Source: an optimization exercise on an open RTL-to-GDS flow (aim: small area, a short achievable clock period and few clock cycles per item). Production flows keep margins and buffers that such runs may drop.
Where RTL was checked, it was by simulation tests only, not by an equivalence proof against the original.
For runs 1 and 3, only the layout was checked, not whether the RTL still works.

==> flow/design.v <==
`timescale 1ns / 1ps
package uvs_pkg;
    localparam logic signed [31:0] CORDIC_X0 = 32'sd652032874;
    localparam logic [8:0]  RESET_STEPS  = 9'd24;
    localparam logic [30:0] RESET_RADIUS = 31'd65536;
    localparam logic [29:0] RESET_ASTEP  = 30'd89478485;
    localparam logic [2:0] PH_NPOLE = 3'd0;
    localparam logic [2:0] PH_SPOLE = 3'd1;
    localparam logic [2:0] PH_VERT  = 3'd2;
    localparam logic [2:0] PH_NORTH = 3'd3;
    localparam logic [2:0] PH_MID   = 3'd4;
    localparam logic [2:0] PH_SOUTH = 3'd5;
    localparam logic [2:0] PH_IDLE  = 3'd6;
    localparam logic [1:0] KIND_VERTEX = 2'd0;
    localparam logic [1:0] KIND_TRI    = 2'd1;
    localparam logic [1:0] KIND_IDLE   = 2'd2;
    function automatic logic [31:0] atan_val(input logic [3:0] k);
        logic [31:0] v;
        case (k)
            4'd0:    v = 32'd536870912;
            4'd1:    v = 32'd316933406;
            4'd2:    v = 32'd167458907;
            4'd3:    v = 32'd85004756;
            4'd4:    v = 32'd42667331;
            4'd5:    v = 32'd21354465;
            4'd6:    v = 32'd10679838;
            4'd7:    v = 32'd5340245;
            4'd8:    v = 32'd2670163;
            4'd9:    v = 32'd1335087;
            4'd10:   v = 32'd667544;
            4'd11:   v = 32'd333772;
            4'd12:   v = 32'd166886;
            4'd13:   v = 32'd83443;
            4'd14:   v = 32'd41722;
            default: v = 32'd20861;
        endcase
        atan_val = v;
    endfunction
    function automatic logic [15:0] quant_norm(input logic [31:0] n);
        logic [32:0]        s;
        logic signed [16:0] t;
        logic [15:0]        q;
        s = {n[31], n} + 33'd32768;
        t = s[32:16];
        if (t > 17'sd16384)
            q = 16'd16384;
        else if (t < -17'sd16384)
            q = 16'hC000;
        else
            q = t[15:0];
        quant_norm = q;
    endfunction
endpackage
`timescale 1ns / 1ps
module uvs_ctrl (
    input  logic        clk,
    input  logic        rst_n,
    input  logic [8:0]  steps,
    input  logic        restart,      
    input  logic        advance,      
    output logic [2:0]  phase,
    output logic [15:0] ca,
    output logic [15:0] cb,
    output logic [15:0] cc,
    output logic        last
);
    logic [7:0]  ring, col;
    logic        half;
    logic [15:0] base, a_reg;
    logic [15:0] s16, cbv, a1;
    logic        col_last, ring_last, ring_last2;
    assign s16        = {7'd0, steps};
    assign col_last   = ({1'b0, col} + 9'd1) >= steps;
    assign ring_last  = ({1'b0, ring} + 9'd1) >= steps;
    assign ring_last2 = ({1'b0, ring} + 9'd2) >= steps;
    assign a1         = a_reg + 16'd1;
    assign cbv        = col_last ? base : a1;
    always_comb
    begin
        ca   = a_reg;
        cb   = cbv;
        cc   = 16'd0;
        last = 1'b0;
        case (phase)
            uvs_pkg::PH_MID:
            begin
                if (!half)
                begin
                    ca = a_reg;
                    cb = a_reg + s16;
                    cc = cbv;
                end
                else
                begin
                    ca = cbv + s16;
                    cb = cbv;
                    cc = a_reg + s16;
                end
            end
            uvs_pkg::PH_SOUTH:
            begin
                ca   = a_reg;
                cb   = 16'd1;
                cc   = cbv;
                last = col_last;
            end
            default: ;
        endcase
    end
    always_ff @(posedge clk or negedge rst_n)
    begin
        if (!rst_n)
        begin
            phase <= uvs_pkg::PH_NPOLE;
            ring  <= 8'd1;
            col   <= 8'd0;
            half  <= 1'b0;
            base  <= 16'd2;
            a_reg <= 16'd2;
        end
        else if (restart)
        begin
            phase <= uvs_pkg::PH_SPOLE;
            ring  <= 8'd1;
            col   <= 8'd0;
            half  <= 1'b0;
            base  <= 16'd2;
            a_reg <= 16'd2;
        end
        else if (advance)
        begin
            case (phase)
                uvs_pkg::PH_NPOLE: phase <= uvs_pkg::PH_SPOLE;
                uvs_pkg::PH_SPOLE: phase <= uvs_pkg::PH_VERT;
                uvs_pkg::PH_VERT:
                begin
                    if (col_last)
                    begin
                        col <= 8'd0;
                        if (ring_last)
                        begin
                            phase <= uvs_pkg::PH_NORTH;
                            ring  <= 8'd1;
                        end
                        else
                            ring <= ring + 8'd1;
                    end
                    else
                        col <= col + 8'd1;
                end
                uvs_pkg::PH_NORTH:
                begin
                    if (col_last)
                    begin
                        phase <= uvs_pkg::PH_MID;
                        col   <= 8'd0;
                        a_reg <= base;
                        half  <= 1'b0;
                    end
                    else
                    begin
                        col   <= col + 8'd1;
                        a_reg <= a1;
                    end
                end
                uvs_pkg::PH_MID:
                begin
                    if (!half)
                        half <= 1'b1;
                    else
                    begin
                        half <= 1'b0;
                        if (col_last)
                        begin
                            col   <= 8'd0;
                            base  <= base + s16;
                            a_reg <= base + s16;
                            if (ring_last2)
                                phase <= uvs_pkg::PH_SOUTH;
                            else
                                ring <= ring + 8'd1;
                        end
                        else
                        begin
                            col   <= col + 8'd1;
                            a_reg <= a1;
                        end
                    end
                end
                uvs_pkg::PH_SOUTH:
                begin
                    if (col_last)
                    begin
                        phase <= uvs_pkg::PH_IDLE;
                        col   <= 8'd0;
                    end
                    else
                    begin
                        col   <= col + 8'd1;
                        a_reg <= a1;
                    end
                end
                default: ;
            endcase
        end
    end
endmodule
`timescale 1ns / 1ps
module uvs_lane (
    input  logic        clk,
    input  logic        rst_n,
    input  logic        start,
    input  logic        abort,
    input  logic [31:0] ang,
    input  logic        tag_in,
    input  logic        take,
    output logic        busy,
    output logic        fin,
    output logic [31:0] x_out,
    output logic [31:0] y_out,
    output logic        flip,
    output logic        tag
);
    logic [3:0]         k;
    logic signed [31:0] x, y, z;
    logic               run, zneg;
    logic [31:0]        dx, dy, at;
    logic [31:0]        x_nx, y_nx, z_nx;
    assign fin  = busy && (k == 4'd15);
    assign run  = !fin || take;
    assign zneg = z[31];
    assign dx   = run ? 32'(y >>> k) : 32'd0;
    assign dy   = run ? 32'(x >>> k) : 32'd0;
    assign at   = run ? uvs_pkg::atan_val(k) : 32'd0;
    assign x_nx = 32'(({x, 1'b1} + {dx ^ {32{!zneg}}, !zneg}) >> 1);
    assign y_nx = 32'(({y, 1'b1} + {dy ^ {32{zneg}}, zneg}) >> 1);
    assign z_nx = 32'(({z, 1'b1} + {at ^ {32{!zneg}}, !zneg}) >> 1);
    assign x_out = x_nx;
    assign y_out = y_nx;
    always_ff @(posedge clk or negedge rst_n)
    begin
        if (!rst_n)
        begin
            busy <= 1'b0;
            k    <= 4'd0;
        end
        else if (abort)
            busy <= 1'b0;
        else if (start)
        begin
            busy <= 1'b1;
            k    <= 4'd0;
        end
        else if (fin && take)
            busy <= 1'b0;
        else if (busy && run)
            k <= k + 4'd1;
    end
    always_ff @(posedge clk)
    begin
        if (start)
        begin
            x    <= uvs_pkg::CORDIC_X0;
            y    <= 32'sd0;
            z    <= {ang[30], ang[30:0]};
            flip <= ang[31] ^ ang[30];
            tag  <= tag_in;
        end
        else
        begin
            x <= x_nx;
            y <= y_nx;
            z <= z_nx;
        end
    end
endmodule
module uvs_mul (
    input  logic        clk,
    input  logic [31:0] m,
    input  logic [16:0] qw,
    input  logic        fneg,
    input  logic        hi,
    output logic [31:0] res
);
    localparam logic [48:0] K2 = 49'h0AAAAAAAB2000;
    logic [48:0] s_q, c_q;
    logic        c16_q;
    logic [48:0] row [0:10];
    logic [48:0] l1s0, l1c0, l1s1, l1c1, l1s2, l1c2;
    logic [48:0] l2s0, l2c0, l2s1, l2c1;
    logic [48:0] l3s0, l3c0;
    logic [48:0] l4s0, l4c0;
    logic [48:0] l5s0, l5c0;
    logic [16:0] lo_sum;
    logic [47:0] fsum;
    logic [33:0] rnd;
    function automatic logic [97:0] csa(input logic [48:0] a, input logic [48:0] b,
                                        input logic [48:0] c);
        logic [48:0] s, co;
        s  = a ^ b ^ c;
        co = ((a & b) | (a & c) | (b & c)) << 1;
        csa = {s, co};
    endfunction
    always_comb
    begin
        logic       b2, b1, b0, one, two, ng, ngp;
        logic [32:0] bb, tt;
        ngp = 1'b0;
        for (int j = 0; j < 8; j++)
        begin
            b2  = qw[2*j+2];
            b1  = qw[2*j+1];
            b0  = qw[2*j];
            one = b1 ^ b0;
            two = (b2 & ~b1 & ~b0) | (~b2 & b1 & b0);
            ng  = b2 ^ fneg;
            bb  = one ? {m[31], m} : (two ? {m, 1'b0} : 33'd0);
            tt  = ng ? ~bb : bb;
            row[j] = 49'({~tt[32], tt[31:0]}) << (2*j);
            if (j > 0)
                row[j][2*j-2] = ngp;
            ngp = ng;
        end
        row[8]     = hi ? K2 : 49'd0;
        row[8][14] = ngp;
        row[9]     = hi ? {16'd0, s_q[48:16]} : 49'd0;
        row[10]    = hi ? {16'd0, c_q[48:16]} : 49'd0;
    end
    assign {l1s0, l1c0} = csa(row[0], row[1], row[2]);
    assign {l1s1, l1c1} = csa(row[3], row[4], row[5]);
    assign {l1s2, l1c2} = csa(row[6], row[7], row[8]);
    assign {l2s0, l2c0} = csa(l1s0, l1c0, l1s1);
    assign {l2s1, l2c1} = csa(l1c1, l1s2, l1c2);
    assign {l3s0, l3c0} = csa(l2s0, l2c0, l2s1);
    assign {l4s0, l4c0} = csa(l2c1, row[9], row[10]);
    assign {l5s0, l5c0} = csa(l3s0, l3c0, l4s0);
    assign lo_sum = {1'b0, s_q[15:0]} + {1'b0, c_q[15:0]};
    always_ff @(posedge clk)
    begin
        {s_q, c_q} <= csa(l5s0, l5c0, l4c0);
        if (hi)
            c16_q <= lo_sum[16];
    end
    assign fsum = s_q[47:0] + c_q[47:0] + {47'd0, c16_q};
    assign rnd  = fsum[47:14];
    always_comb
    begin
        if (!rnd[33] && (rnd[32:31] != 2'b00))
            res = 32'h7FFFFFFF;
        else if (rnd[33] && ((rnd[32:31] != 2'b11) || (rnd[30:0] == 31'd0)))
            res = 32'h80000001;
        else
            res = rnd[31:0];
    end
endmodule
`timescale 1ns / 1ps
module uv_sphere_mesh_generator (
    input  logic               clk,
    input  logic               rst_n,
    input  logic               item_valid,
    output logic               item_ready,
    input  logic               restart,
    output logic               result_valid,
    input  logic               result_ready,
    output logic [1:0]         item_kind,
    output logic signed [31:0] pos_x,
    output logic signed [31:0] pos_y,
    output logic signed [31:0] pos_z,
    output logic signed [15:0] norm_x,
    output logic signed [15:0] norm_y,
    output logic signed [15:0] norm_z,
    output logic [15:0]        corner_a,
    output logic [15:0]        corner_b,
    output logic [15:0]        corner_c,
    output logic               final_item,
    input  logic               cfg_valid,
    output logic               cfg_ready,
    input  logic [1:0]         cfg_index,
    input  logic [30:0]        cfg_data
);
    logic [8:0]  steps;
    logic [30:0] radius;
    logic [29:0] astep;
    assign cfg_ready = 1'b1;
    always_ff @(posedge clk or negedge rst_n)
    begin
        if (!rst_n)
        begin
            steps  <= uvs_pkg::RESET_STEPS;
            radius <= uvs_pkg::RESET_RADIUS;
            astep  <= uvs_pkg::RESET_ASTEP;
        end
        else if (cfg_valid)
        begin
            case (cfg_index)
                2'd0:
                begin
                    if (cfg_data[8:0] < 9'd4)
                        steps <= 9'd4;
                    else if (cfg_data[8:0] > 9'd256)
                        steps <= 9'd256;
                    else
                        steps <= cfg_data[8:0];
                end
                2'd1: radius <= cfg_data;
                2'd2: astep  <= cfg_data[29:0];
                default: ;
            endcase
        end
    end
    localparam logic [1:0] OS_EMPTY = 2'd0;
    localparam logic [1:0] OS_FILL  = 2'd1;
    localparam logic [1:0] OS_FULL  = 2'd2;
    localparam logic [1:0] OS_PRES  = 2'd3;
    logic [1:0]  out_state, out_state_nx;
    logic [1:0]  pend_cnt, pend_cnt_nx;
    logic [2:0]  pend_rs, pend_rs_nx;
    logic        ready_q;
    logic        push, taken, out_avail, can_serve, serve, serve_rst, serve_adv;
    logic [2:0]  owed_nx;
    logic [2:0]  phase;
    logic [15:0] tri_a, tri_b, tri_c;
    logic        tri_last;
    logic [1:0]         o_kind;
    logic signed [31:0] o_px, o_py, o_pz;
    logic [15:0]        o_nx, o_ny, o_nz;
    logic [15:0]        o_ca, o_cb, o_cc;
    logic               o_last;
    assign push      = item_valid && ready_q;
    assign taken     = (out_state == OS_PRES) && result_ready;
    assign out_avail = (out_state != OS_PRES) || result_ready;
    assign can_serve = (pend_cnt != 2'd0) && out_avail;
    assign serve_rst = can_serve && pend_rs[0];
    assign serve     = can_serve && (pend_rs[0] || (phase != uvs_pkg::PH_VERT)
                                     || (out_state == OS_FULL));
    assign serve_adv = serve && !pend_rs[0];
    uvs_ctrl u_ctrl (
        .clk     (clk),
        .rst_n   (rst_n),
        .steps   (steps),
        .restart (serve_rst),
        .advance (serve_adv),
        .phase   (phase),
        .ca      (tri_a),
        .cb      (tri_b),
        .cc      (tri_c),
        .last    (tri_last)
    );
    always_comb
    begin
        pend_cnt_nx = pend_cnt;
        pend_rs_nx  = pend_rs;
        if (serve)
        begin
            pend_rs_nx  = {1'b0, pend_rs[2:1]};
            pend_cnt_nx = pend_cnt - 2'd1;
        end
        if (push)
        begin
            pend_rs_nx[pend_cnt_nx] = restart;
            pend_cnt_nx = pend_cnt_nx + 2'd1;
        end
    end
    logic        claim;       
    logic        wr_px;       
    logic        wr_py;       
    logic [31:0] mres;
    logic [31:0] nx_q, ny_q, pz_q;
    logic [15:0] nzq_q;
    always_comb
    begin
        out_state_nx = out_state;
        if (serve)
            out_state_nx = OS_PRES;
        else if (taken)
            out_state_nx = OS_EMPTY;
        else if (claim && !abort)
            out_state_nx = OS_FILL;
        else if (wr_py)
            out_state_nx = OS_FULL;
    end
    assign owed_nx = {1'b0, pend_cnt_nx} + ((out_state_nx == OS_PRES) ? 3'd1 : 3'd0);
    always_ff @(posedge clk or negedge rst_n)
    begin
        if (!rst_n)
        begin
            out_state <= OS_EMPTY;
            pend_cnt  <= 2'd0;
            pend_rs   <= 3'd0;
            ready_q   <= 1'b1;
        end
        else
        begin
            out_state <= out_state_nx;
            pend_cnt  <= pend_cnt_nx;
            pend_rs   <= pend_rs_nx;
            ready_q   <= (owed_nx < 3'd3);
        end
    end
    assign item_ready   = ready_q;
    assign result_valid = (out_state == OS_PRES);
    logic        srv_pole, srv_south, srv_tri;
    logic [31:0] rad32;
    assign rad32     = {1'b0, radius};
    assign srv_pole  = serve_rst || (phase == uvs_pkg::PH_NPOLE) || (phase == uvs_pkg::PH_SPOLE);
    assign srv_south = !serve_rst && (phase == uvs_pkg::PH_SPOLE);
    assign srv_tri   = !serve_rst && ((phase == uvs_pkg::PH_NORTH) || (phase == uvs_pkg::PH_MID)
                                      || (phase == uvs_pkg::PH_SOUTH));
    always_ff @(posedge clk)
    begin
        if (serve && (serve_rst || (phase != uvs_pkg::PH_VERT)))
        begin
            o_kind <= srv_pole ? uvs_pkg::KIND_VERTEX
                    : (srv_tri ? uvs_pkg::KIND_TRI : uvs_pkg::KIND_IDLE);
            o_px   <= 32'sd0;
            o_py   <= 32'sd0;
            o_pz   <= srv_pole ? (srv_south ? -rad32 : rad32) : 32'd0;
            o_nx   <= 16'd0;
            o_ny   <= 16'd0;
            o_nz   <= srv_pole ? (srv_south ? 16'hC000 : 16'd16384) : 16'd0;
            o_ca   <= srv_tri ? tri_a : 16'd0;
            o_cb   <= srv_tri ? tri_b : 16'd0;
            o_cc   <= srv_tri ? tri_c : 16'd0;
            o_last <= srv_tri && tri_last;
        end
        else
        begin
            if (wr_px)
            begin
                o_px <= mres;
                o_nx <= uvs_pkg::quant_norm(nx_q);
            end
            if (wr_py)
            begin
                o_kind <= uvs_pkg::KIND_VERTEX;
                o_py   <= mres;
                o_pz   <= pz_q;
                o_ny   <= uvs_pkg::quant_norm(ny_q);
                o_nz   <= nzq_q;
                o_ca   <= 16'd0;
                o_cb   <= 16'd0;
                o_cc   <= 16'd0;
                o_last <= 1'b0;
            end
        end
    end
    assign item_kind  = o_kind;
    assign pos_x      = o_px;
    assign pos_y      = o_py;
    assign pos_z      = o_pz;
    assign norm_x     = o_nx;
    assign norm_y     = o_ny;
    assign norm_z     = o_nz;
    assign corner_a   = o_ca;
    assign corner_b   = o_cb;
    assign corner_c   = o_cc;
    assign final_item = o_last;
    logic        abort;
    logic [7:0]  j_ring, j_col;
    logic        j_th, j_done;
    logic [31:0] th_acc, ph_acc;
    logic        iss_ptr, cmp_ptr;
    logic        issue;
    logic [31:0] j_ang;
    logic        j_col_last, j_ring_last;
    always_ff @(posedge clk or negedge rst_n)
    begin
        if (!rst_n)
            abort <= 1'b0;
        else
            abort <= serve_rst;
    end
    assign j_ang       = j_th ? th_acc : ph_acc;
    assign j_col_last  = ({1'b0, j_col} + 9'd1) >= steps;
    assign j_ring_last = ({1'b0, j_ring} + 9'd1) >= steps;
    logic [1:0]  l_start, l_take, l_busy, l_fin, l_flip, l_tag, l_free;
    logic [31:0] l_x [0:1];
    logic [31:0] l_y [0:1];
    logic        b_valid, b_flip, b_tag;
    logic [31:0] b_x, b_y;
    logic        b_release, b_load;
    assign b_load = l_fin[cmp_ptr] && (!b_valid || b_release) && !abort;
    always_comb
    begin
        l_take        = 2'b00;
        l_take[cmp_ptr] = b_load;
        l_free[0]     = !l_busy[0] || (l_fin[0] && l_take[0]);
        l_free[1]     = !l_busy[1] || (l_fin[1] && l_take[1]);
    end
    assign issue = !j_done && l_free[iss_ptr] && !abort;
    always_comb
    begin
        l_start          = 2'b00;
        l_start[iss_ptr] = issue;
    end
    for (genvar g = 0; g < 2; g++)
    begin : g_lane
        uvs_lane u_lane (
            .clk    (clk),
            .rst_n  (rst_n),
            .start  (l_start[g]),
            .abort  (abort),
            .ang    (j_ang),
            .tag_in (j_th),
            .take   (l_take[g]),
            .busy   (l_busy[g]),
            .fin    (l_fin[g]),
            .x_out  (l_x[g]),
            .y_out  (l_y[g]),
            .flip   (l_flip[g]),
            .tag    (l_tag[g])
        );
    end
    always_ff @(posedge clk or negedge rst_n)
    begin
        if (!rst_n)
        begin
            j_ring  <= 8'd1;
            j_col   <= 8'd0;
            j_th    <= 1'b1;
            j_done  <= 1'b0;
            th_acc  <= {2'd0, uvs_pkg::RESET_ASTEP};
            ph_acc  <= 32'd0;
            iss_ptr <= 1'b0;
            cmp_ptr <= 1'b0;
            b_valid <= 1'b0;
        end
        else if (abort)
        begin
            j_ring  <= 8'd1;
            j_col   <= 8'd0;
            j_th    <= 1'b1;
            j_done  <= 1'b0;
            th_acc  <= {2'd0, astep};
            ph_acc  <= 32'd0;
            iss_ptr <= 1'b0;
            cmp_ptr <= 1'b0;
            b_valid <= 1'b0;
        end
        else
        begin
            if (issue)
            begin
                iss_ptr <= !iss_ptr;
                if (j_th)
                begin
                    j_th   <= 1'b0;
                    th_acc <= th_acc + {2'd0, astep};
                end
                else
                begin
                    if (j_col_last)
                    begin
                        j_col  <= 8'd0;
                        ph_acc <= 32'd0;
                        if (j_ring_last)
                            j_done <= 1'b1;
                        else
                        begin
                            j_ring <= j_ring + 8'd1;
                            j_th   <= 1'b1;
                        end
                    end
                    else
                    begin
                        j_col  <= j_col + 8'd1;
                        ph_acc <= ph_acc + {1'b0, astep, 1'b0};
                    end
                end
            end
            if (b_load)
            begin
                cmp_ptr <= !cmp_ptr;
                b_valid <= 1'b1;
            end
            else if (b_release)
                b_valid <= 1'b0;
        end
    end
    always_ff @(posedge clk)
    begin
        if (b_load)
        begin
            b_x    <= l_x[cmp_ptr];
            b_y    <= l_y[cmp_ptr];
            b_flip <= l_flip[cmp_ptr];
            b_tag  <= l_tag[cmp_ptr];
        end
    end
    localparam logic [2:0] OP_NONE = 3'd0;
    localparam logic [2:0] OP_P0   = 3'd1;    
    localparam logic [2:0] OP_P1   = 3'd2;    
    localparam logic [2:0] OP_P2   = 3'd3;    
    localparam logic [2:0] OP_P3   = 3'd4;    
    localparam logic [2:0] OP_TH   = 3'd5;    
    localparam logic [1:0] NX_ITEM = 2'd0;
    localparam logic [1:0] NX_P1   = 2'd1;
    localparam logic [1:0] NX_P2   = 2'd2;
    localparam logic [1:0] NX_P3   = 2'd3;
    logic [2:0]  mop, fop, mop_nx;
    logic        mhi;
    logic [1:0]  nxt, nxt_nx;
    logic        fneg_q, fneg_nx;
    logic [16:0] qw_q, qw_nx;
    logic [31:0] st_q;
    logic        flip_t;
    logic        free_m;
    logic [31:0] qsrc, ct_v;
    logic [31:0] m_op;
    assign free_m = (mop == OP_NONE) || mhi;
    always_comb
    begin
        mop_nx  = OP_NONE;
        nxt_nx  = nxt;
        fneg_nx = fneg_q;
        claim   = 1'b0;
        if (free_m)
        begin
            case (nxt)
                NX_ITEM:
                begin
                    if (b_valid)
                    begin
                        if (b_tag)
                        begin
                            mop_nx  = OP_TH;
                            fneg_nx = b_flip;
                        end
                        else
                        begin
                            mop_nx  = OP_P0;
                            nxt_nx  = NX_P1;
                            fneg_nx = b_flip ^ flip_t;
                        end
                    end
                end
                NX_P1:
                begin
                    mop_nx = OP_P1;
                    nxt_nx = NX_P2;
                end
                NX_P2:
                begin
                    if ((out_state == OS_EMPTY) && (phase == uvs_pkg::PH_VERT))
                    begin
                        mop_nx  = OP_P2;
                        nxt_nx  = NX_P3;
                        fneg_nx = 1'b0;
                        claim   = 1'b1;
                    end
                end
                default:
                begin
                    mop_nx = OP_P3;
                    nxt_nx = NX_ITEM;
                end
            endcase
        end
        else
            mop_nx = mop;
    end
    always_comb
    begin
        logic [2:0] op;
        op = free_m ? mop_nx : mop;
        case (op)
            OP_P1:   qsrc = b_y;
            OP_P2:   qsrc = nx_q;
            OP_P3:   qsrc = ny_q;
            default: qsrc = b_x;
        endcase
        qw_nx = free_m ? {qsrc[15:0], 1'b0} : qsrc[31:15];
    end
    assign b_release = !mhi && ((mop == OP_P1) || (mop == OP_TH)) && !abort;
    assign m_op      = ((mop == OP_P0) || (mop == OP_P1)) ? st_q : {1'b0, radius};
    assign ct_v      = b_flip ? -b_x : b_x;
    uvs_mul u_mul (
        .clk  (clk),
        .m    (m_op),
        .qw   (qw_q),
        .fneg (fneg_q),
        .hi   (mhi),
        .res  (mres)
    );
    assign wr_px = (fop == OP_P2) && (out_state == OS_FILL);
    assign wr_py = (fop == OP_P3) && (out_state == OS_FILL);
    always_ff @(posedge clk or negedge rst_n)
    begin
        if (!rst_n)
        begin
            mop <= OP_NONE;
            fop <= OP_NONE;
            mhi <= 1'b0;
            nxt <= NX_ITEM;
        end
        else if (abort)
        begin
            mop <= OP_NONE;
            fop <= OP_NONE;
            mhi <= 1'b0;
            nxt <= NX_ITEM;
        end
        else
        begin
            mop <= mop_nx;
            nxt <= nxt_nx;
            mhi <= !free_m;
            fop <= mhi ? mop : OP_NONE;
        end
    end
    always_ff @(posedge clk)
    begin
        qw_q   <= qw_nx;
        fneg_q <= fneg_nx;
        if (fop == OP_P0)
            nx_q <= mres;
        if (fop == OP_P1)
            ny_q <= mres;
        if (fop == OP_TH)
            pz_q <= mres;
        if (!mhi && (mop == OP_TH))
        begin
            st_q   <= b_y;
            flip_t <= b_flip;
            nzq_q  <= uvs_pkg::quant_norm(ct_v);
        end
    end
endmodule
==> flow/run.sh <==
#!/bin/bash
# synth_recipe.tcl (not shown) runs the flow's synth.tcl, then flattens the netlist and writes it again
# the make line also repeats each setting of config.mk as NAME=value (left out here)
make -C /OpenROAD-flow-scripts/flow DESIGN_CONFIG=/design/flow/config.mk WORK_HOME=/design/flow/orfs CLKGATE_MAP_FILE= SYNTH_SCRIPT=/design/flow/synth_recipe.tcl finish
==> flow/config.mk <==
export PLATFORM = sky130hd
export DESIGN_NAME = uv_sphere_mesh_generator
export DESIGN_NICKNAME = uv_sphere_mesh_generator
export VERILOG_FILES = /design/flow/design.v
export SDC_FILE = /design/flow/constraint.sdc
export NUM_CORES = 4
export LEC_CHECK = 0
export ABC_CLOCK_PERIOD_IN_PS = 3500
export CAP_MARGIN = 20
export CORE_MARGIN = 2
export CORE_UTILIZATION = 40
export SETUP_SLACK_MARGIN = 5
export SLEW_MARGIN = 20
==> flow/constraint.sdc <==
create_clock -name core_clock -period 11.0 [get_ports {clk}]
set_input_delay 2.2000 -clock core_clock [delete_from_list [all_inputs] [get_ports {clk}]]
set_output_delay 2.2000 -clock core_clock [all_outputs]
set_load 0.01 [all_outputs]
==> results.toml, run 1 <==
[clock_network]
cts_tree = "yes"
cts_max_level = 3
clkTransAtPathRegs_ps = 60
clk_path_buf_depth = 3
clkLatencyLatePin_ps = 790
cts_hold_buf = 0
cts_sinks = 951
cts_root_buffer = "clkbuf_16"
cts_buffers = 110

[drt]
drt.antenna.violating_nets = 0
drc = 0
avgViaCountPerCell = 5.83
drtIter0Drc = 5973
wl_mm = 254
wl_per_cell_um = 23.5
vias = 63152
drt_pass1_iterations = 6

[setup_path]
worstPathMaxFanout = 66
slowest_stage = "dfrtp_4"
cp-start-kind = "register"
reg2reg_from = "g_lane[0].u_lane.k[1]"
crit_path_end_kind = "register"
worst-path-buf-inv = 1
r2r-end = "b_y[30]"
critPathKind = "reg2reg"
crit_family = "compound AO/OA/AOI/OAI gates"
rrSetupSlack_ps = 5190
reg2reg_depth = 20
cp_data_arrival_time_ps = 6290
critPathLaunch = "g_lane[0].u_lane.k[1]"
crit_required_ps = 11480
crit_chain = "buf_12, mux2_2, mux2i_1, nor2_1, a311oi_1, a211oi_1, xnor2_1, ha_1, a21o_1, a2111o_1, o211ai_1, a211oi_1, nor2_1, o31ai_1, o41ai_1, o21ai_0, o41a_1, a31oi_1, xor2_1, o21ai_0"
slowest_delay_ps = 550

[timing]
post-route-min-period_ps = 5810
min_period_over_period = 0.528
fin_worst_skew_ps = 72.4
finalSetupTns_ps = 0
setup_viol = 0
rsz0062_at_grt = "yes"
tightest_slew_ps = 1190
relSlewSlack = 0.203
timing.hold.ws_ps = 453
slew_violations = 0
hold_viol_final = 0
fmax_mhz = 172

[synthesis]
synth_compound_area_frac = 0.191
synthAdderAreaFrac = 0.149
yosysTopAreaCell = "edfxtp_1"
syn_nets = 9064
synthArstFlopShare = 0.246
yosysWarnings = 7
synth_mux_area_frac = 0.0654
synth_area_leaders = "edfxtp_1, dfxtp_1, ha_1, xnor2_1, fa_1"
syn_avg_cell_area_sq_um = 9.09
ys_types = 106
syn_area_sq_mm = 0.0753
synth_top_cell_area_share = 0.126
synth_top_family_by_area = "compound AO/OA/AOI/OAI gates"
synth_edf_count = 316
syn-instance-count = 8284
ys.flop_type = "dfxtp_1"
synth_xor_area_frac = 0.105
ys_seq_elements = 951
synthSimpleGateAreaFrac = 0.131
yosysSeqAreaShare = 0.311

[placement]
place_congestion = 0.956
dp_cells = 10599
placed_cell_area_sq_mm = 0.0801
port_buffers = 235
dpl.hpwl_mm = 190

[hold_path]
min_from = "o_nx[12]"
whs_path_depth = 2
hold_class = "reg2reg"
min_to = "o_nx[12]"

[cells_and_area]
final_cell_mix = "nand2_1, xnor2_1, nor2_1, a21oi_1, o21ai_0"
area_growth_pct = 11.9
drive_above_1_share = 0.0816
final_common_cell = "nand2_1"
fin_util = 0.450
final_cell_count_no_fill = 10823
fin_nets = 9006
top_regs = "g_lane.u_lane.x x64, g_lane.u_lane.y x64, g_lane.u_lane.z x64"
final_area_sq_mm = 0.0843

[floorplan]
die_h_um = 438
die_area_sq_mm = 0.192
boundaryPins = 237
core_sq_mm = 0.187
row_count = 159
start_util = 0.402
die_w_um = 438

[global_route]
grt_max_degree = 144
track_usage = 0.258
grt_pass1_vias = 61845
grt-ovfl-total = 0
grt_pass1_wl_mm = 382
grt_antenna_before_repair = 5

[outcome]
status = "no timing/DRC/antenna violations"

[flow_run]
maxCapViolations = 0
-- worst reg2reg max path: stages, from the launching register on --
cell      delay, ps
dfrtp_4         550
buf_12          350
mux2_2          410
mux2i_1         200
nor2_1           70
a311oi_1        290
a211oi_1        100
xnor2_1         170
ha_1            370
a21o_1          210
a2111o_1        480
o211ai_1        290
a211oi_1        140
nor2_1          210
o31ai_1         150
o41ai_1         360
o21ai_0         250
o41a_1          390
a31oi_1         220
xor2_1          210
o21ai_0          90
-- cell families after synthesis --
| kind of cell | Yosys count |
|---|---|
| xor+xnor | 903 |
| mux | 392 |
| compound gates | 2209 |
| buf+inv | 949 |
| flops | 951 |
| simple gates | 2137 |
| other cells | 1 |
| fa+ha+maj | 742 |
-- synth_stat cells, drive strengths merged (16+ instances only) --
| master | number |
|---|---|
| a211o | 19 |
| a211oi | 101 |
| a21o | 149 |
| a21oi | 512 |
| a221o | 29 |
| a22o | 49 |
| a22oi | 255 |
| a311o | 22 |
| a311oi | 23 |
| a31oi | 112 |
| a32oi | 16 |
| and2 | 105 |
| and3 | 64 |
| and4 | 18 |
| buf | 102 |
| clkbuf | 405 |
| dfrtp | 197 |
| dfstp | 37 |
| dfxtp | 401 |
| edfxtp | 316 |
| fa | 262 |
| ha | 479 |
| inv | 439 |
| mux2 | 147 |
| mux2i | 180 |
| mux4 | 65 |
| nand2 | 775 |
| nand2b | 78 |
| nand3 | 154 |
| nand4 | 47 |
| nor2 | 557 |
| nor2b | 72 |
| nor3 | 119 |
| nor4 | 23 |
| o211ai | 39 |
| o21a | 55 |
| o21ai | 532 |
| o21bai | 60 |
| o22ai | 46 |
| o31ai | 52 |
| or2 | 33 |
| or3 | 38 |
| xnor2 | 668 |
| xor2 | 235 |
-- stage by stage --
stage | setup WS, ps
3_3_place_gp | 4650
4_1_cts | 4840
5_1_grt | 4820
3_5_place_dp | 4650
2_1_floorplan | 5260
6_report | 5190
-- how the worst max path moves through the flow --
stage | end | slack [ps] | depth (start not counted)
after global placement | b_y[30] | 4650 | 20
after floorplan | b_x[25] | 5260 | 24
after global routing | b_y[30] | 4820 | 20
final | b_y[30] | 5190 | 20
after detailed placement | b_y[30] | 4650 | 20
after CTS | b_y[30] | 4840 | 20
-- repair_timing --
item	in CTS	in global routing
endpoints found under the setup margin	27	91
pin swaps	0	2
cloned	0	1
endpoints found under the hold margin	0	0
resized for setup	11	37
buffers inserted	0	5
-- cell type report --
class | count | area (sq um)
fill | 17990 | 103000
multi-input combinational | 6384 | 48800
sequential | 951 | 23500
timing repair buffer | 336 | 3290
tap | 2495 | 3120
clock buffer | 142 | 3060
inverter | 442 | 1680
clock inverter | 67 | 833
antenna | 5 | 12.5
timing repair inverter | 1 | 5.00
-- routing by layer --
layer / GRT usage / up-vias / part of all wire
li1: - / 29359 / -
met1: 0.331 / 30878 / 0.41
met2: 0.420 / 2369 / 0.46
met3: 0.0403 / 542 / 0.068
met4: 0.134 / 4 / 0.059
met5: 0 / - / 0.000098
==> run 2: changes to the inputs <==
--- a/flow/design.v
+++ b/flow/design.v
@@ -57,3 +57,4 @@
     input  logic        rst_n,
-    input  logic [8:0]  steps,
+    input  logic [7:0]  sm1,          
+    input  logic [7:0]  sm2,          
     input  logic        restart,      
@@ -69,8 +70,12 @@
     logic [15:0] base, a_reg;
-    logic [15:0] s16, cbv, a1;
+    logic [15:0] cbv, a1;
     logic        col_last, ring_last, ring_last2;
-    assign s16        = {7'd0, steps};
-    assign col_last   = ({1'b0, col} + 9'd1) >= steps;
-    assign ring_last  = ({1'b0, ring} + 9'd1) >= steps;
-    assign ring_last2 = ({1'b0, ring} + 9'd2) >= steps;
+    function automatic logic [15:0] add_s(input logic [15:0] v, input logic [7:0] m1);
+        logic [16:0] t;
+        t = {v, 1'b1} + {8'd0, m1, 1'b1};
+        add_s = t[16:1];
+    endfunction
+    assign col_last   = (col == sm1);
+    assign ring_last  = (ring == sm1);
+    assign ring_last2 = (ring == sm2);
     assign a1         = a_reg + 16'd1;
@@ -89,3 +94,3 @@
                     ca = a_reg;
-                    cb = a_reg + s16;
+                    cb = add_s(a_reg, sm1);
                     cc = cbv;
@@ -94,5 +99,5 @@
                 begin
-                    ca = cbv + s16;
+                    ca = add_s(cbv, sm1);
                     cb = cbv;
-                    cc = a_reg + s16;
+                    cc = add_s(a_reg, sm1);
                 end
@@ -175,4 +180,4 @@
                             col   <= 8'd0;
-                            base  <= base + s16;
-                            a_reg <= base + s16;
+                            base  <= add_s(base, sm1);
+                            a_reg <= add_s(base, sm1);
                             if (ring_last2)
@@ -223,5 +228,8 @@
 );
-    logic [3:0]         k;
-    logic signed [31:0] x, y, z;
-    logic               run, zneg;
+    logic [3:0]         k;           
+    logic [3:0]         kxn, kyx;    
+    logic [3:0]         kx, ky;
+    logic signed [31:0] x, y;
+    logic [31:0]        z;
+    logic               zneg;
     logic [31:0]        dx, dy, at;
@@ -229,7 +237,8 @@
     assign fin  = busy && (k == 4'd15);
-    assign run  = !fin || take;
     assign zneg = z[31];
-    assign dx   = run ? 32'(y >>> k) : 32'd0;
-    assign dy   = run ? 32'(x >>> k) : 32'd0;
-    assign at   = run ? uvs_pkg::atan_val(k) : 32'd0;
+    assign kx   = ~kxn;
+    assign ky   = kyx ^ 4'b0101;
+    assign dx   = 32'(y >>> ky);
+    assign dy   = 32'(x >>> kx);
+    assign at   = uvs_pkg::atan_val(k);
     assign x_nx = 32'(({x, 1'b1} + {dx ^ {32{!zneg}}, !zneg}) >> 1);
@@ -242,6 +251,3 @@
         if (!rst_n)
-        begin
             busy <= 1'b0;
-            k    <= 4'd0;
-        end
         else if (abort)
@@ -249,10 +255,5 @@
         else if (start)
-        begin
             busy <= 1'b1;
-            k    <= 4'd0;
-        end
         else if (fin && take)
             busy <= 1'b0;
-        else if (busy && run)
-            k <= k + 4'd1;
     end
@@ -262,5 +263,8 @@
         begin
+            k    <= 4'd0;
+            kxn  <= 4'hF;
+            kyx  <= 4'b0101;
             x    <= uvs_pkg::CORDIC_X0;
-            y    <= 32'sd0;
-            z    <= {ang[30], ang[30:0]};
+            y    <= 32'd0;
+            z[31] <= ang[30];
             flip <= ang[31] ^ ang[30];
@@ -268,8 +272,15 @@
         end
-        else
+        else if (!fin)
         begin
-            x <= x_nx;
-            y <= y_nx;
-            z <= z_nx;
+            k    <= k + 4'd1;
+            kxn  <= ~(k + 4'd1);
+            kyx  <= (k + 4'd1) ^ 4'b0101;
+            x    <= x_nx;
+            y    <= y_nx;
+            z[31] <= z_nx[31];
         end
+        if (start)
+            z[30:0] <= ang[30:0];
+        else
+            z[30:0] <= z_nx[30:0];
     end
@@ -278,8 +289,22 @@
     input  logic        clk,
-    input  logic [31:0] m,
-    input  logic [16:0] qw,
-    input  logic        fneg,
+    input  logic [31:0] m_nx,
+    input  logic [16:0] qw_nx,
+    input  logic        fneg_nx,
     input  logic        hi,
-    output logic [31:0] res
+    output logic [31:0] res,
+    output logic [31:0] fraw
 );
+    logic [31:0] m;
+    logic [7:0]  d_one, d_two, d_neg;
+    always_ff @(posedge clk)
+    begin
+        m <= m_nx;
+        for (int j = 0; j < 8; j++)
+        begin
+            d_one[j] <= qw_nx[2*j+1] ^ qw_nx[2*j];
+            d_two[j] <= (qw_nx[2*j+2] & ~qw_nx[2*j+1] & ~qw_nx[2*j])
+                      | (~qw_nx[2*j+2] & qw_nx[2*j+1] & qw_nx[2*j]);
+            d_neg[j] <= qw_nx[2*j+2] ^ fneg_nx;
+        end
+    end
     localparam logic [48:0] K2 = 49'h0AAAAAAAB2000;
@@ -295,3 +320,3 @@
     logic [47:0] fsum;
-    logic [33:0] rnd;
+    logic [33:0] rnd, f_q;
     function automatic logic [97:0] csa(input logic [48:0] a, input logic [48:0] b,
@@ -305,3 +330,3 @@
     begin
-        logic       b2, b1, b0, one, two, ng, ngp;
+        logic        ng, ngp;
         logic [32:0] bb, tt;
@@ -310,9 +335,4 @@
         begin
-            b2  = qw[2*j+2];
-            b1  = qw[2*j+1];
-            b0  = qw[2*j];
-            one = b1 ^ b0;
-            two = (b2 & ~b1 & ~b0) | (~b2 & b1 & b0);
-            ng  = b2 ^ fneg;
-            bb  = one ? {m[31], m} : (two ? {m, 1'b0} : 33'd0);
+            ng  = d_neg[j];
+            bb  = d_one[j] ? {m[31], m} : (d_two[j] ? {m, 1'b0} : 33'd0);
             tt  = ng ? ~bb : bb;
@@ -344,3 +364,6 @@
     assign fsum = s_q[47:0] + c_q[47:0] + {47'd0, c16_q};
-    assign rnd  = fsum[47:14];
+    always_ff @(posedge clk)
+        f_q <= fsum[47:14];
+    assign rnd  = f_q;
+    assign fraw = f_q[31:0];
     always_comb
@@ -384,2 +407,16 @@
     assign cfg_ready = 1'b1;
+    logic [7:0] sm1, sm2;
+    always_ff @(posedge clk or negedge rst_n)
+    begin
+        if (!rst_n)
+        begin
+            sm1 <= 8'(uvs_pkg::RESET_STEPS - 9'd1);
+            sm2 <= 8'(uvs_pkg::RESET_STEPS - 9'd2);
+        end
+        else
+        begin
+            sm1 <= 8'(steps - 9'd1);
+            sm2 <= 8'(steps - 9'd2);
+        end
+    end
     always_ff @(posedge clk or negedge rst_n)
@@ -420,2 +457,5 @@
     logic [2:0]  owed_nx;
+    logic        claim;       
+    logic        wr_px;       
+    logic        wr_py;       
     logic [2:0]  phase;
@@ -434,3 +474,3 @@
     assign serve     = can_serve && (pend_rs[0] || (phase != uvs_pkg::PH_VERT)
-                                     || (out_state == OS_FULL));
+                                     || (out_state == OS_FULL) || wr_py);
     assign serve_adv = serve && !pend_rs[0];
@@ -439,3 +479,4 @@
         .rst_n   (rst_n),
-        .steps   (steps),
+        .sm1     (sm1),
+        .sm2     (sm2),
         .restart (serve_rst),
@@ -463,6 +504,3 @@
     end
-    logic        claim;       
-    logic        wr_px;       
-    logic        wr_py;       
-    logic [31:0] mres;
+    logic [31:0] mres, fraw;
     logic [31:0] nx_q, ny_q, pz_q;
@@ -573,4 +611,4 @@
     assign j_ang       = j_th ? th_acc : ph_acc;
-    assign j_col_last  = ({1'b0, j_col} + 9'd1) >= steps;
-    assign j_ring_last = ({1'b0, j_ring} + 9'd1) >= steps;
+    assign j_col_last  = (j_col == sm1);
+    assign j_ring_last = (j_ring == sm1);
     logic [1:0]  l_start, l_take, l_busy, l_fin, l_flip, l_tag, l_free;
@@ -581,3 +619,3 @@
     logic        b_release, b_load;
-    assign b_load = l_fin[cmp_ptr] && (!b_valid || b_release) && !abort;
+    assign b_load = l_fin[cmp_ptr] && (!b_valid || b_release);
     always_comb
@@ -589,3 +627,3 @@
     end
-    assign issue = !j_done && l_free[iss_ptr] && !abort;
+    assign issue = !j_done && l_free[iss_ptr];
     always_comb
@@ -699,3 +737,3 @@
     localparam logic [1:0] NX_P3   = 2'd3;
-    logic [2:0]  mop, fop, mop_nx;
+    logic [2:0]  mop, fop, gop, mop_nx;    
     logic        mhi;
@@ -703,3 +741,3 @@
     logic        fneg_q, fneg_nx;
-    logic [16:0] qw_q, qw_nx;
+    logic [16:0] qw_nx;
     logic [31:0] st_q;
@@ -721,3 +759,3 @@
                 begin
-                    if (b_valid)
+                    if (b_valid && !b_release)
                     begin
@@ -761,5 +799,5 @@
     end
+    logic [2:0]  op;
     always_comb
     begin
-        logic [2:0] op;
         op = free_m ? mop_nx : mop;
@@ -767,4 +805,4 @@
             OP_P1:   qsrc = b_y;
-            OP_P2:   qsrc = nx_q;
-            OP_P3:   qsrc = ny_q;
+            OP_P2:   qsrc = (free_m && (gop == OP_P0)) ? fraw : nx_q;
+            OP_P3:   qsrc = (free_m && (gop == OP_P1)) ? fraw : ny_q;
             default: qsrc = b_x;
@@ -773,4 +811,4 @@
     end
-    assign b_release = !mhi && ((mop == OP_P1) || (mop == OP_TH)) && !abort;
-    assign m_op      = ((mop == OP_P0) || (mop == OP_P1)) ? st_q : {1'b0, radius};
+    assign b_release = (!mhi && (mop == OP_P1)) || (mhi && (mop == OP_TH));
+    assign m_op      = ((op == OP_P0) || (op == OP_P1)) ? st_q : {1'b0, radius};
     assign ct_v      = b_flip ? -b_x : b_x;
@@ -778,10 +816,11 @@
         .clk  (clk),
-        .m    (m_op),
-        .qw   (qw_q),
-        .fneg (fneg_q),
-        .hi   (mhi),
-        .res  (mres)
+        .m_nx    (m_op),
+        .qw_nx   (qw_nx),
+        .fneg_nx (fneg_nx),
+        .hi      (mhi),
+        .res  (mres),
+        .fraw (fraw)
     );
-    assign wr_px = (fop == OP_P2) && (out_state == OS_FILL);
-    assign wr_py = (fop == OP_P3) && (out_state == OS_FILL);
+    assign wr_px = (gop == OP_P2) && (out_state == OS_FILL);
+    assign wr_py = (gop == OP_P3) && (out_state == OS_FILL);
     always_ff @(posedge clk or negedge rst_n)
@@ -792,2 +831,3 @@
             fop <= OP_NONE;
+            gop <= OP_NONE;
             mhi <= 1'b0;
@@ -799,2 +839,3 @@
             fop <= OP_NONE;
+            gop <= OP_NONE;
             mhi <= 1'b0;
@@ -808,2 +849,3 @@
             fop <= mhi ? mop : OP_NONE;
+            gop <= fop;
         end
@@ -812,9 +854,8 @@
     begin
-        qw_q   <= qw_nx;
         fneg_q <= fneg_nx;
-        if (fop == OP_P0)
-            nx_q <= mres;
-        if (fop == OP_P1)
-            ny_q <= mres;
-        if (fop == OP_TH)
+        if (gop == OP_P0)
+            nx_q <= fraw;
+        if (gop == OP_P1)
+            ny_q <= fraw;
+        if (gop == OP_TH)
             pz_q <= mres;
@@ -824,4 +865,5 @@
             flip_t <= b_flip;
-            nzq_q  <= uvs_pkg::quant_norm(ct_v);
         end
+        if (mhi && (mop == OP_TH))
+            nzq_q  <= uvs_pkg::quant_norm(ct_v);
     end
==> run 2 against run 1 <==
  * Still clean on timing, DRC and antenna
  * Highest routed layer is now met4
  * Cell count up 7.1%
  * Die area up 5.0%
  * Synthesized area up 5.1%
  * Critical endpoint unchanged
  * Largest cell class unchanged
  * Fmax up 4.2%
  * Clock skew down 26 ps
  * Critical path depth unchanged
==> results.toml, run 2 <==
[clock_network]
clkTransAtPathRegs_ps = 60
clkLatencyLatePin_ps = 800
cts_sinks = 1110
cts_tree = "yes"
clk_path_buf_depth = 3
cts_root_buffer = "clkbuf_16"
cts_hold_buf = 0
cts_max_level = 4
cts_buffers = 132

[synthesis]
ys.flop_type = "dfxtp_1"
synth_area_leaders = "dfxtp_1, edfxtp_1, xnor2_1, ha_1, fa_1"
syn_avg_cell_area_sq_um = 8.88
synth_commonest_cells = "nand2_1, nor2_1, xnor2_1"
synth_most_common_cell = "nand2_1"
synthArstFlopShare = 0.220
synth_edf_count = 317
ys_types = 93
syn_area_sq_mm = 0.0792
synth_top_cell_area_share = 0.139
yosysTopAreaCell = "dfxtp_1"
syn_nets = 9649
yosysSeqAreaShare = 0.337
syn-instance-count = 8918
yosysWarnings = 7
ys_seq_elements = 1110

[drt]
vias = 66601
drtIter0Drc = 6715
drt.antenna.violating_nets = 0
wl_mm = 263
drc = 0
drt_pass1_iterations = 7
wl_per_cell_um = 22.7
avgViaCountPerCell = 5.75

[timing]
post-route-min-period_ps = 5580
finalSetupTns_ps = 0
hold_viol_final = 0
rsz0062_at_grt = "yes"
fmax_mhz = 179
slew_violations = 0
min_period_over_period = 0.507
fin_worst_skew_ps = 46.4
relSlewSlack = 0.169
setup_viol = 0
timing.hold.ws_ps = 457
tightest_slew_ps = 1230

[outcome]
status = "no timing/DRC/antenna violations"

[global_route]
grt_pass1_wl_mm = 395
grt_pass1_vias = 64151
grt_use_met1 = 0.353
top_usage_layer = "met2"
grt_max_degree = 160
grt-ovfl-total = 0
grtUsageMet3 = 0.0417
grt_antenna_before_repair = 6
track_usage = 0.252
grt_use_met2 = 0.386

[placement]
place_congestion = 0.932
dpl.hpwl_mm = 193
port_buffers = 235

[hold_path]
hold_class = "reg2reg"
min_from = "o_ny[3]"
whs_path_depth = 2
min_to = "o_ny[3]"

[cells_and_area]
drive_above_1_share = 0.0758
fin_util = 0.448
fillCellCount = 19057
top_regs = "g_lane.u_lane.x x64, g_lane.u_lane.y x64, g_lane.u_lane.z x64"
final_cell_mix = "nand2_1, nor2_1, xnor2_1, a21oi_1, o21ai_0"
area_growth_pct = 11.5
fin_nets = 9569
final_common_cell = "nand2_1"

[floorplan]
die_w_um = 449
die_h_um = 449
start_util = 0.402
row_count = 163
boundaryPins = 237
core_sq_mm = 0.197
die_area_sq_mm = 0.202

[setup_path]
r2r-end = "b_y[30]"
slowest_stage = "a2111oi_0"
path_common_cell = "a21oi_1"
crit_chain = "buf_6, inv_1, buf_4, a21oi_1, nand2_1, and3_1, a21oi_1, xnor2_1, ha_1, a2111oi_0, nor2b_1, nand2b_1, o211ai_1, a21oi_1, a21oi_1, o211a_1, o31ai_1, o41ai_1, xor2_1, o21ai_0"
cp-start-kind = "register"
crit_family = "compound AO/OA/AOI/OAI gates"
rrSetupSlack_ps = 5420
critPathKind = "reg2reg"
reg2reg_from = "g_lane[0].u_lane.kxn[0]"
slowest_delay_ps = 520
worstPathMaxFanout = 68
crit_required_ps = 11500
cp_data_arrival_time_ps = 6070
worst-path-buf-inv = 3
crit_path_end_kind = "register"
reg2reg_depth = 20

[flow_run]
maxCapViolations = 0
-- run 2: area by class of cell --
cell class,count,area [sq um],area share
Antenna cell,6,15.0,0.000170
Clock buffer,182,3800,0.0431
Clock inverter,60,716,0.00811
Inverter,480,1810,0.0205
Multi-Input combinational cell,6778,48800,0.552
Sequential cell,1110,26700,0.302
Tap cell,2640,3300,0.0374
Timing Repair Buffer,336,3180,0.0360
-- run 2: repair_timing --
action	CTS	global route
gates resized for setup	2	8
endpoints found under the setup margin	4	13
setup buffers	0	3
-- run 2: cells by family after synthesis --
group	count (synthesis)	synth area share
compound gates	2248	0.176
buf+inv	1030	0.0490
xor+xnor	890	0.0985
flops	1110	0.337
mux	425	0.0644
simple gates	2522	0.141
fa+ha+maj	692	0.134
other cells	1	0.0000474
-- run 2: per-stage QoR --
stage	worst slack, ps	area (sq um)	instances
3_5_place_dp	4860	83700	11340
5_1_grt	4960	88300	11589
3_3_place_gp	4980	83600	11338
6_report	5420	88300	11592
2_1_floorplan	5320	79200	8918
4_1_cts	5150	88200	11582
-- run 2: how the worst max path moves through the flow --
| stage | cells after the start | startpoint | end |
|---|---|---|---|
| final | 20 | g_lane[0].u_lane.kxn[0] | b_y[30] |
| after global routing | 20 | g_lane[0].u_lane.kxn[0] | b_y[30] |
| after CTS | 18 | g_lane[1].u_lane.kxn[1] | b_y[30] |
| after detailed placement | 16 | g_lane[1].u_lane.k[3] | b_x[31] |
| after global placement | 16 | g_lane[1].u_lane.k[3] | b_x[31] |
| after floorplan | 7 | result_ready | o_ca[0] |
-- run 2: tightest hold or removal path, stage by stage (launching register included) --
cell	delay [ps]
dfxtp_1	330
nand2_1	40
o21ai_0	50
-- run 2: per-layer routing --
metal,share of wire,up-vias,wire [um]
met2,0.44,2886,115000
met3,0.079,502,20700
met4,0.042,0,11000
met1,0.44,32260,116000
li1,-,30953,-
met5,0,-,0
Testbench counts of run 2, summed over its fixed seeds: cycles 56,004, items 15,858.
==> run 3: changes to the inputs <==
--- a/flow/design.v
+++ b/flow/design.v
@@ -248,7 +248,5 @@
     assign y_out = y_nx;
-    always_ff @(posedge clk or negedge rst_n)
+    always_ff @(posedge clk)
     begin
-        if (!rst_n)
-            busy <= 1'b0;
-        else if (abort)
+        if (abort)
             busy <= 1'b0;
@@ -309,11 +307,11 @@
     end
-    localparam logic [48:0] K2 = 49'h0AAAAAAAB2000;
-    logic [48:0] s_q, c_q;
+    localparam logic [47:0] K2 = 48'hAAAAAAAB2000;
+    logic [47:0] s_q, c_q;
     logic        c16_q;
-    logic [48:0] row [0:10];
-    logic [48:0] l1s0, l1c0, l1s1, l1c1, l1s2, l1c2;
-    logic [48:0] l2s0, l2c0, l2s1, l2c1;
-    logic [48:0] l3s0, l3c0;
-    logic [48:0] l4s0, l4c0;
-    logic [48:0] l5s0, l5c0;
+    logic [47:0] row [0:10];
+    logic [47:0] l1s0, l1c0, l1s1, l1c1, l1s2, l1c2;
+    logic [47:0] l2s0, l2c0, l2s1, l2c1;
+    logic [47:0] l3s0, l3c0;
+    logic [47:0] l4s0, l4c0;
+    logic [47:0] l5s0, l5c0;
     logic [16:0] lo_sum;
@@ -321,5 +319,5 @@
     logic [33:0] rnd, f_q;
-    function automatic logic [97:0] csa(input logic [48:0] a, input logic [48:0] b,
-                                        input logic [48:0] c);
-        logic [48:0] s, co;
+    function automatic logic [95:0] csa(input logic [47:0] a, input logic [47:0] b,
+                                        input logic [47:0] c);
+        logic [47:0] s, co;
         s  = a ^ b ^ c;
@@ -338,3 +336,3 @@
             tt  = ng ? ~bb : bb;
-            row[j] = 49'({~tt[32], tt[31:0]}) << (2*j);
+            row[j] = 48'({~tt[32], tt[31:0]}) << (2*j);
             if (j > 0)
@@ -343,6 +341,6 @@
         end
-        row[8]     = hi ? K2 : 49'd0;
+        row[8]     = hi ? K2 : 48'd0;
         row[8][14] = ngp;
-        row[9]     = hi ? {16'd0, s_q[48:16]} : 49'd0;
-        row[10]    = hi ? {16'd0, c_q[48:16]} : 49'd0;
+        row[9]     = hi ? {16'd0, s_q[47:16]} : 48'd0;
+        row[10]    = hi ? {16'd0, c_q[47:16]} : 48'd0;
     end
@@ -606,3 +604,3 @@
         if (!rst_n)
-            abort <= 1'b0;
+            abort <= 1'b1;
         else
@@ -611,2 +609,4 @@
     assign j_ang       = j_th ? th_acc : ph_acc;
+    logic [31:0] ang_sum;
+    assign ang_sum     = j_ang + (j_th ? {2'd0, astep} : {1'b0, astep, 1'b0});
     assign j_col_last  = (j_col == sm1);
@@ -651,17 +651,5 @@
     end
-    always_ff @(posedge clk or negedge rst_n)
+    always_ff @(posedge clk)
     begin
-        if (!rst_n)
-        begin
-            j_ring  <= 8'd1;
-            j_col   <= 8'd0;
-            j_th    <= 1'b1;
-            j_done  <= 1'b0;
-            th_acc  <= {2'd0, uvs_pkg::RESET_ASTEP};
-            ph_acc  <= 32'd0;
-            iss_ptr <= 1'b0;
-            cmp_ptr <= 1'b0;
-            b_valid <= 1'b0;
-        end
-        else if (abort)
+        if (abort)
         begin
@@ -685,3 +673,3 @@
                     j_th   <= 1'b0;
-                    th_acc <= th_acc + {2'd0, astep};
+                    th_acc <= ang_sum;
                 end
@@ -704,3 +692,3 @@
                         j_col  <= j_col + 8'd1;
-                        ph_acc <= ph_acc + {1'b0, astep, 1'b0};
+                        ph_acc <= ang_sum;
                     end
@@ -825,13 +813,5 @@
     assign wr_py = (gop == OP_P3) && (out_state == OS_FILL);
-    always_ff @(posedge clk or negedge rst_n)
+    always_ff @(posedge clk)
     begin
-        if (!rst_n)
-        begin
-            mop <= OP_NONE;
-            fop <= OP_NONE;
-            gop <= OP_NONE;
-            mhi <= 1'b0;
-            nxt <= NX_ITEM;
-        end
-        else if (abort)
+        if (abort)
         begin
--- a/flow/config.mk
+++ b/flow/config.mk
@@ -7,3 +7,2 @@
 export LEC_CHECK = 0
-export ABC_CLOCK_PERIOD_IN_PS = 3500
 export CAP_MARGIN = 20
@@ -11,2 +10,4 @@
 export CORE_UTILIZATION = 40
+export CTS_BUF_LIST = sky130_fd_sc_hd__clkbuf_8
+export CTS_CLUSTER_SIZE = 30
 export SETUP_SLACK_MARGIN = 5
==> run 3 against run 2 <==
  * Cell area is 1.7% lower
  * Critical path depth is 3 lower
  * Sequential cell count is 1 lower
  * Fmax hardly changed
  * Global-route usage is 0.30 points lower
  * Largest cell class unchanged
  * Via count is 3.9% lower
==> results.toml, run 3 <==
[timing]
rsz0062_at_grt = "no"
post-route-min-period_ps = 5580
finalSetupTns_ps = 0
relSlewSlack = 0.212
tightest_slew_ps = 1170
fmax_mhz = 179
fin_worst_skew_ps = 72.1
slew_violations = 0
setup_viol = 0
hold_viol_final = 0
min_period_over_period = 0.507

[drt]
wl_mm = 255
vias = 64023
wl_per_cell_um = 22.6
drtIter0Drc = 6190
drt_pass1_iterations = 5
drt.antenna.violating_nets = 0
avgViaCountPerCell = 5.67
drc = 0

[synthesis]
synth_top_cell_area_share = 0.158
yosysWarnings = 7
yosysTopAreaCell = "dfxtp_1"
syn_avg_cell_area_sq_um = 9.07
yosysSeqAreaShare = 0.339
ys_types = 91
synthAdderAreaFrac = 0.131
synth_compound_area_frac = 0.163
syn-instance-count = 8606
synthSimpleGateAreaFrac = 0.134
ys_seq_elements = 1109
synth_commonest_cells = "nand2_1, nor2_1, xnor2_1"
synth_most_common_cell = "nand2_1"
synth_xor_area_frac = 0.0998
synth_mux_area_frac = 0.0847
syn_nets = 9304
synth_top_family_by_area = "compound AO/OA/AOI/OAI gates"
syn_area_sq_mm = 0.0780
synth_edf_count = 347
synthArstFlopShare = 0.132
ys.flop_type = "dfxtp_1"
synth_area_leaders = "dfxtp_1, edfxtp_1, xnor2_1, fa_1, ha_1"

[cells_and_area]
final_cell_mix = "nand2_1, nor2_1, xnor2_1, a21oi_1, dfxtp_1"
drive_above_1_share = 0.0961
area_growth_pct = 11.2
top_regs = "g_lane.u_lane.x x64, g_lane.u_lane.y x64, g_lane.u_lane.z x64"
final_common_cell = "nand2_1"
fillCellCount = 18702
fin_nets = 9282

[setup_path]
cp-start-kind = "register"
crit_required_ps = 11660
worstPathMaxFanout = 41
cp_data_arrival_time_ps = 6240
crit_path_end_kind = "register"
critPathKind = "reg2reg"

[floorplan]
row_count = 162
die_w_um = 446
die_area_sq_mm = 0.199
boundaryPins = 237
core_sq_mm = 0.194
die_h_um = 446
start_util = 0.401

[clock_network]
clkLatencyLatePin_ps = 970
cts_tree = "yes"
clkTransAtPathRegs_ps = 60
cts_sinks = 1109
cts_max_level = 4
cts_buffers = 193
clk_path_buf_depth = 3
cts_root_buffer = "clkbuf_8"

[placement]
place_congestion = 0.937
port_buffers = 235
dpl.hpwl_mm = 189

[outcome]
status = "no timing/DRC/antenna violations"

[global_route]
grt_antenna_before_repair = 4
track_usage = 0.249
grt-ovfl-total = 0
grt_max_degree = 93
grt_pass1_vias = 61966
grt_pass1_wl_mm = 381

[flow_run]
maxCapViolations = 0

[hold_path]
hold_class = "reg2reg"
==> run 3: cell count changes in the layout (fill, tap and decap cells not counted), sizes merged, moves of 29 or more <==
cell    before  now
a21oi      651  603
o21ai      609  551
ha         430  400
edfxtp     317  347
inv        479  508
dfrtp      200  117
dfxtp      549  616
xnor2      661  629
mux2       165  247
xor2       229  259
nor2       716  649
nand2     1059  971
clkbuf     182  243
==> run 3: cell families after synthesis <==
kind of cell,count (synthesis)
adder cells (fa/ha/maj),659
AO/OA/AOI/OAI,2055
XOR/XNOR,888
buffers and inverters,1008
multiplexers,544
flip-flops,1109
other,1
AND/OR/NAND/NOR,2342
==> run 3: what timing repair did <==
item / in CTS / in global routing
endpoints found under the hold margin: 0 / 0
setup buffers: 0 / 1
setup endpoints to repair: 6 / 24
gates cloned: 0 / 2
resized for setup: 2 / 11
hold buffers: 0 / 0
==> run 3: worst paths after layout <==
| kind | start | end | slack, ps | cells after the start |
|---|---|---|---|---|
| worst min register to register | b_y[0] | st_q[0] | 440 | 0 |
| min in group asynchronous | rst_n | astep[13] | 1340 | 1 |
| worst max register to register | g_lane[0].u_lane.kxn[1] | b_y[30] | 5420 | 17 |
| worst max-delay path | g_lane[0].u_lane.kxn[1] | b_y[30] | 5420 | 17 |
| worst min-delay path | b_y[0] | st_q[0] | 440 | 0 |
| max in group asynchronous | rst_n | pend_cnt[1] | 8350 | 2 |
==> run 3: layer usage <==
| layer | vias to the layer above | share of wire | GRT usage |
|---|---|---|---|
| li1 | 30018 | - | - |
| met1 | 31162 | 0.44 | 0.341 |
| met2 | 2388 | 0.45 | 0.390 |
| met3 | 455 | 0.069 | 0.0365 |
| met4 | 0 | 0.045 | 0.110 |
| met5 | - | 0 | 0 |
==> run 3: layout make-up <==
class	instances	area, sq um	share of cell area
repair buffers	330	3110	0.0359
clock inverters	121	1050	0.0121
well taps	2542	3180	0.0367
clock buffers	242	3330	0.0384
flip-flops and latches	1109	26500	0.305
diodes	2	5.00	0.0000577
inverters	459	1740	0.0200
repair inverters	2	10.0	0.000115
multi-input cells	6489	47900	0.552
==> run 3: critical path, cell delays in order (launching register included) <==
cell,delay [ps]
dfxtp_2,940
mux2_2,430
mux4_2,490
nand2_1,80
o21ai_0,140
xnor2_1,180
ha_1,330
a21o_1,190
a21oi_1,300
nor4_1,120
o31a_1,320
o211ai_1,250
a31oi_1,170
o41a_1,380
a41o_1,350
a311oi_1,300
xor2_1,230
o21ai_0,90
==> run 3: stage by stage <==
step / util / instance area (sq um) / setup WS [ps] / hold slack (ps) / std cells
after CTS: 0.446 / 86700 / 5020 / 443 / 11291
final: 0.446 / 86800 / 5420 / 438 / 11296
after global placement: 0.423 / 82300 / 4720 / 429 / 10928
after detailed placement: 0.423 / 82300 / 4710 / 425 / 10928
after global routing: 0.446 / 86800 / 5020 / 447 / 11295
after floorplan: - / 78000 / 5300 / 389 / 8606

==> port drivers added, routing unchanged <==
In the flow no input, the clock included, has a driving cell. The finished layouts below were timed again as built, in two steps. Step 1: set_driving_cell puts a clkbuf_16 on clk and a buf_2 on each other input, an assumption about the parent block. Step 2 also shifts input and output timing later by t, the mid clock arrival at the registers, as if the neighbouring blocks saw the same clock. Three values: ideal, step 1, step 2; two values: the first two.
run	shift t [ns]	setup slack, ns	worst hold slack (ns)	worst slew at a driven data input, ns
run 1	0.841	5.189 / 5.189 / 5.109	0.453 / 0.453 / 0.453	0.09
run 2	0.862	5.423 / 5.423 / 5.330	0.457 / 0.457 / 0.457	0.12
run 3	1.024	5.419 / 5.419 / 5.419	0.438 / 0.438 / 0.438	0.06
After both steps every run listed still meets setup and hold. The setup slack of run 2, which loses most, moves by 0.000 ns with the drivers and by -0.093 ns with both steps.
